This is an optimization exercise on Yosys and OpenROAD, whose aim is small area, not a production implementation.
Function was checked by simulation only, so behaviour that the tests miss may differ from the original.
Power and IR drop assume default switching activity.

== lane 1 ==
Design adxl345_reader, start of the top module:
module adxl345_reader (
    input  logic                  CLK,
    input  logic                  RESET,
    input  adxl_pkg::word_addr_t  raddr,
    output logic [31:0]           rdata,
    input  logic [6:0]            i2c_address,
    input  logic                  interval_enable,
    input  logic [31:0]           interval_cycles,
    input  logic                  single_request,
    output logic                  single_done,
    output adxl_pkg::byte_t       m_axis_tdata,
    output logic [7:0]            m_axis_tuser,
    output logic                  m_axis_tvalid,
    output logic                  m_axis_tlast,
    input  logic                  m_axis_tready,
    input  adxl_pkg::byte_t       s_axis_tdata,
    input  logic                  s_axis_tvalid,
    input  logic                  s_axis_tlast,
    output logic                  s_axis_tready
);
    localparam int NB = 58;
    logic tv, s1, s0;
    logic st_len, st_ptr, st_read, st_rx;
    logic busy, seq_idle, rx_fire;
    assign st_len        = tv & ~s0;
    assign st_ptr        = tv & s0 & ~s1;
    assign st_read       = tv & s1;
    assign st_rx         = ~tv & s1;
    assign busy          = tv | s1 | s0;      
  ...
Size in the first run: about 530 flip-flops, roughly 110 I/O pins, ~19,000 sq um of cells after synthesis.
Settings: LEC_CHECK=0, CAP_MARGIN=20, CORE_MARGIN=2, CORE_UTILIZATION=55, PLACE_DENSITY=0.7, SLEW_MARGIN=20; clock period 10.0 ns.
standard.sh (not shown) runs the stock make flow with config.mk's settings and CLKGATE_MAP_FILE= SYNTH_SCRIPT=/design/flow/synth_recipe.tcl, a recipe that flattens the netlist after the stock synthesis.
==> flow/flow/run.sh <==
#!/bin/bash
# Layout flow: the standard flow (standard.sh) with
#  - a gate-level read multiplexer and an area-oriented ABC mapping in
#    synthesis (flow/synth.tcl); registers are
#    mapped before ABC, so they are the standard synthesis's, and
#    match_names.py gives them the standard synthesis's instance names;
#  - the smallest buffer on the ports;
#  - a clock tree of small (clkbuf_4) leaf buffers without dummy loads.
set -euo pipefail
W=$(pwd)
R=$W/orfs/results/$FLOW_PLATFORM/adxl345_reader/base
KNOBS=(
  BUFFER_PORTS_ARGS="-buffer_cell sky130_fd_sc_hd__buf_1"
  CTS_ARGS="-sink_clustering_enable -repair_clock_nets -sink_clustering_size 11 -sink_clustering_max_diameter 45 -buf_list sky130_fd_sc_hd__clkbuf_4 -dont_use_dummy_load"
)
# standard synthesis, kept for its register names
bash standard.sh synth > "$W/std_synth.log" 2>&1
cp "$R/1_2_yosys.v" "$W/std_synth.v"
rm -f "$R/1_2_yosys.v" "$R/1_synth.odb" "$R/1_synth.sdc"
# area-oriented synthesis
bash standard.sh SYNTH_SCRIPT="$W/flow/synth.tcl" "${KNOBS[@]}" "$R/1_2_yosys.v" > "$W/area_synth.log" 2>&1
python3 "$W/flow/match_names.py" "$W/std_synth.v" "$R/1_2_yosys.v" > "$W/match_names.log" 2>&1
bash standard.sh SYNTH_SCRIPT="$W/flow/synth.tcl" "${KNOBS[@]}" finish > "$W/standard.log" 2>&1
==> flow/flow/gen_rdmux.py <==
#!/usr/bin/env python3
"""Write a gate-level adxl_host_read (the bank's read multiplexer) to the file
given as argument. Same ports and function as rtl/adxl_host_read.sv; the
per-bit AND-OR is built from a222oi/a22oi, and3 and a31oi cells, and the
word predecode and lane masks are left as plain logic for ABC to map; the
15 word selects are and2_4 cells, strong enough for their 16 or 32 loads.

Per output bit b of lane l, over the words w holding byte 4w+l (< 58):
  t_g  = a222oi of three (sel[w] & byte bit) terms (a22oi for a group of 2)
  u    = and3(t_0, t_1, t_2)
  bit  = a31oi(u, t_3, t_4, nok[l]) = ok[l] & !(t_0 & ... & t_4)
"""
import sys

NB = 58
P = 'sky130_fd_sc_hd__'
out = []
o = out.append
o('module adxl_host_read (')
o('    input  [3:0]   raddr_q,')
o('    input  [5:0]   hw,')
o('    input          rst_q,')
o('    input  [463:0] mem_flat,')
o('    output [31:0]  rdata')
o(');')
o('    wire [3:0] nok;')
o('    wire w_lt = raddr_q < hw[5:2];')
o('    wire w_eq = raddr_q == hw[5:2];')
for l in range(4):
    o('    assign nok[%d] = !(!rst_q && (w_lt || (w_eq && (2\'d%d < hw[1:0]))));' % (l, l))
o('    wire [3:0] lo, hi;')
for i in range(4):
    o('    assign lo[%d] = (raddr_q[1:0] == 2\'d%d);' % (i, i))
    o('    assign hi[%d] = (raddr_q[3:2] == 2\'d%d);' % (i, i))
# each word select drives 16 or 32 cell inputs: a strong and2
o('    wire [14:0] sel;')
for w in range(15):
    o('    %sand2_4 sel_%d (.A(hi[%d]), .B(lo[%d]), .X(sel[%d]));' % (P, w, w >> 2, w & 3, w))
for l in range(4):
    for b in range(8):
        n = 'l%db%d' % (l, b)
        words = [w for w in range(15) if 4 * w + l < NB]
        groups = [words[i:i + 3] for i in range(0, len(words), 3)]
        assert len(groups) == 5
        ts = []
        for gi, g in enumerate(groups):
            t = '%s_t%d' % (n, gi)
            ts.append(t)
            o('    wire %s;' % t)
            pins = []
            for k, w in enumerate(g):
                a = 'ABC'[k]
                pins.append('.%s1(sel[%d])' % (a, w))
                pins.append('.%s2(mem_flat[%d])' % (a, 8 * (4 * w + l) + b))
            cell = 'a222oi_1' if len(g) == 3 else 'a22oi_1'
            o('    %s%s %s_g%d (%s, .Y(%s));' % (P, cell, n, gi, ', '.join(pins), t))
        o('    wire %s_u;' % n)
        o('    %sand3_1 %s_a (.A(%s), .B(%s), .C(%s), .X(%s_u));' % (P, n, ts[0], ts[1], ts[2], n))
        o('    %sa31oi_1 %s_o (.A1(%s_u), .A2(%s), .A3(%s), .B1(nok[%d]), .Y(rdata[%d]));'
          % (P, n, n, ts[3], ts[4], l, 8 * l + b))
o('endmodule')
open(sys.argv[1], 'w').write('\n'.join(out) + '\n')
Other scripts of this flow, unchanged in this note and not shown: flow/flow/match_names.py, flow/flow/synth.tcl
Input-level comparison between lane 2 and lane 1:
-- flow/flow/run.sh --
<<< lane 1, line 12
KNOBS=(
  BUFFER_PORTS_ARGS="-buffer_cell sky130_fd_sc_hd__buf_1"
  CTS_ARGS="-sink_clustering_enable -repair_clock_nets -sink_clustering_size 11 -sink_clustering_max_diameter 45 -buf_list sky130_fd_sc_hd__clkbuf_4 -dont_use_dummy_load"
)
# standard synthesis, kept for its register names
>>> lane 2, line 12
KNOBS=(
  BUFFER_PORTS_ARGS="-buffer_cell sky130_fd_sc_hd__buf_1"
  CTS_ARGS="-sink_clustering_enable -repair_clock_nets -sink_clustering_size 11 -sink_clustering_max_diameter 45 -buf_list sky130_fd_sc_hd__clkbuf_4 -root_buf sky130_fd_sc_hd__clkbuf_8 -dont_use_dummy_load"
)
# standard synthesis, kept for its register names
Results
Lane 1 completed; timing, DRC and antenna clean
Lane 2 reached the final stage; the timing, DRC and antenna checks on its layout passed.
Detailed-route wire length on metal 1 on lane 2 is up relative to lane 1.
Compared with lane 1, routed wire length on met3 in lane 2 decreased slightly.
Switching part of the total delta (lane 2 -> lane 1): insignificant
Lane 2 vs lane 1 — fmax climbed by a few percent
Of lane 2 and lane 1, it is lane 2 that has the higher clock network fraction of total power.
Compared lane 1 against lane 2; final-layout worst hold slack within noise.
Status: via count parity (lane 1, lane 2)
Inputs modified between lane 2 and lane 3:
- CORE_UTILIZATION now 65, was 55
- PLACE_DENSITY now 0.75, was 0.7
-- flow/flow/run.sh --
<<< lane 2, line 12
KNOBS=(
  BUFFER_PORTS_ARGS="-buffer_cell sky130_fd_sc_hd__buf_1"
  CTS_ARGS="-sink_clustering_enable -repair_clock_nets -sink_clustering_size 11 -sink_clustering_max_diameter 45 -buf_list sky130_fd_sc_hd__clkbuf_4 -root_buf sky130_fd_sc_hd__clkbuf_8 -dont_use_dummy_load"
)
# standard synthesis, kept for its register names
>>> lane 3, line 12
KNOBS=(
  BUFFER_PORTS_ARGS="-buffer_cell sky130_fd_sc_hd__buf_1"
  CTS_ARGS="-sink_clustering_enable -repair_clock_nets -sink_clustering_size 11 -sink_clustering_max_diameter 45 -buf_list sky130_fd_sc_hd__clkbuf_4 -dont_use_dummy_load"
)
# standard synthesis, kept for its register names
-- flow/flow/gen_rdmux.py --
<<< lane 2, line 3
given as argument. Same ports and function as rtl/adxl_host_read.sv; the
per-bit AND-OR is built from a222oi/a22oi, and3 and a31oi cells, and the
word predecode and lane masks are left as plain logic for ABC to map; the
15 word selects are and2_4 cells, strong enough for their 16 or 32 loads.

Per output bit b of lane l, over the words w holding byte 4w+l (< 58):
>>> lane 3, line 3
given as argument. Same ports and function as rtl/adxl_host_read.sv; the
per-bit AND-OR is built from a222oi/a22oi, and3 and a31oi cells, and the
word decode and lane masks are left as plain logic for ABC to map.

Per output bit b of lane l, over the words w holding byte 4w+l (< 58):
<<< lane 2, line 29
for l in range(4):
    o('    assign nok[%d] = !(!rst_q && (w_lt || (w_eq && (2\'d%d < hw[1:0]))));' % (l, l))
o('    wire [3:0] lo, hi;')
for i in range(4):
    o('    assign lo[%d] = (raddr_q[1:0] == 2\'d%d);' % (i, i))
    o('    assign hi[%d] = (raddr_q[3:2] == 2\'d%d);' % (i, i))
# each word select drives 16 or 32 cell inputs: a strong and2
o('    wire [14:0] sel;')
for w in range(15):
    o('    %sand2_4 sel_%d (.A(hi[%d]), .B(lo[%d]), .X(sel[%d]));' % (P, w, w >> 2, w & 3, w))
for l in range(4):
    for b in range(8):
>>> lane 3, line 28
for l in range(4):
    o('    assign nok[%d] = !(!rst_q && (w_lt || (w_eq && (2\'d%d < hw[1:0]))));' % (l, l))
o('    wire [14:0] sel;')
for w in range(15):
    o('    assign sel[%d] = (raddr_q == 4\'d%d);' % (w, w))
for l in range(4):
    for b in range(8):
==> results.txt <==
- A source of the critical timing path of raddr_q[3]$_DFF_P_ is what lane 3 shows, while hw[5]$_SDFFE_PP0P_ belongs to lane 2.
- Delta (lane 3 minus lane 2): met1 track utilization from global routing has increased; logic depth of the worst setup path including buffers has decreased; total detailed-routing wirelength has decreased.
- Looking at final-layout clock buffer total, lane 3 sits 2 lower than lane 2 does.
diff inputs: lane 3 => lane 4
- a change of PLACE_DENSITY from 0.75 to 0.7
- a change of CORE_UTILIZATION from 65 to 55
-- flow/flow/run.sh --
<<< lane 3, line 12
KNOBS=(
  BUFFER_PORTS_ARGS="-buffer_cell sky130_fd_sc_hd__buf_1"
  CTS_ARGS="-sink_clustering_enable -repair_clock_nets -sink_clustering_size 11 -sink_clustering_max_diameter 45 -buf_list sky130_fd_sc_hd__clkbuf_4 -dont_use_dummy_load"
)
# standard synthesis, kept for its register names
>>> lane 4, line 12
KNOBS=(
  BUFFER_PORTS_ARGS="-buffer_cell sky130_fd_sc_hd__buf_1"
  CTS_ARGS="-sink_clustering_enable -repair_clock_nets -sink_clustering_size 10 -sink_clustering_max_diameter 50 -buf_list sky130_fd_sc_hd__clkbuf_4 -dont_use_dummy_load"
)
# standard synthesis, kept for its register names
--- outcome ---
- Diff lane 3 -> lane 4: total number of vias saw a decrease; combinational fraction of design power saw little to no change.
- Reported for lane 3 and lane 4, cell count after synthesis turned out identical to the last digit.
- Compared to lane 3, lane 4 has length of routed met3 wiring 15% lower.
- Compared with lane 3, in lane 4 non-clock buffer total of the final layout decreased by 2 relative to the old numbers, filler-free cell count of the finished design increased by about 4.3% relative to the old numbers, post-route fraction of the period consumed by the critical path decreased by 1.5 points relative to the old numbers.
--- input diff lane 4..lane 5 ---
- PLACE_DENSITY changed from 0.7 to 0.6
-- flow/flow/run.sh --
<<< lane 4, line 12
KNOBS=(
  BUFFER_PORTS_ARGS="-buffer_cell sky130_fd_sc_hd__buf_1"
  CTS_ARGS="-sink_clustering_enable -repair_clock_nets -sink_clustering_size 10 -sink_clustering_max_diameter 50 -buf_list sky130_fd_sc_hd__clkbuf_4 -dont_use_dummy_load"
)
# standard synthesis, kept for its register names
>>> lane 5, line 12
KNOBS=(
  BUFFER_PORTS_ARGS="-buffer_cell sky130_fd_sc_hd__buf_1"
  CTS_ARGS="-sink_clustering_enable -repair_clock_nets -sink_clustering_size 11 -sink_clustering_max_diameter 45 -buf_list sky130_fd_sc_hd__clkbuf_4 -dont_use_dummy_load"
)
# standard synthesis, kept for its register names
--- outcome ---
[lane 5 vs lane 4] detailed-routing iteration count for the pre-antenna-repair pass: higher in lane 5
Lane 5 vs lane 4: clock power down slightly
Going from lane 4 to lane 5, share of total power in the clock network lost 0.4 points, power share of the sequential group picked up an extra 0.4 points, routed length on met1 picked up an extra about 5.4%, count of cell instances traversed by the critical path lost 3.
Diff lane 4 -> lane 5: post-route clock period utilization +1.9 points, simple-gate portion of the synthesized area barely changed, clock skew fell 10 ps.
Lane 5 finished all stages; the layout is clean.
The instance area after placement on lane 5 is in line with that on lane 4.

==> afterwards: timing with drivers on the ports <==
The results above use ideal ports. As a check the final layouts listed here were re-extracted and re-timed, cells and wires unchanged.
Step 1 sets driving cells, clkbuf_16 on the clock port and buf_2 on the other inputs (assumed; they add their load-dependent delay and slew).
Step 2, shift: input delay + t, output delay - t, t = (earliest + latest rising clock arrival at the registers) / 2. This alone moves slack from input paths to output paths.
a / b / c = no drivers / after step 1 / after step 2; a / b = the first two.
run	t, ns	setup slack, ns	worst register clock-pin slew, ns
lane 1	0.762	4.537 / 4.493 / 5.255	0.12 / 0.12
lane 2	0.625	4.685 / 4.636 / 5.261	0.12 / 0.12
lane 3	0.748	4.354 / 4.307 / 5.054	0.12 / 0.12
lane 4	0.787	4.505 / 4.457 / 5.245	0.12 / 0.12
lane 5	0.780	4.315 / 4.268 / 5.048	0.12 / 0.12
After both steps every run listed still meets setup and hold.
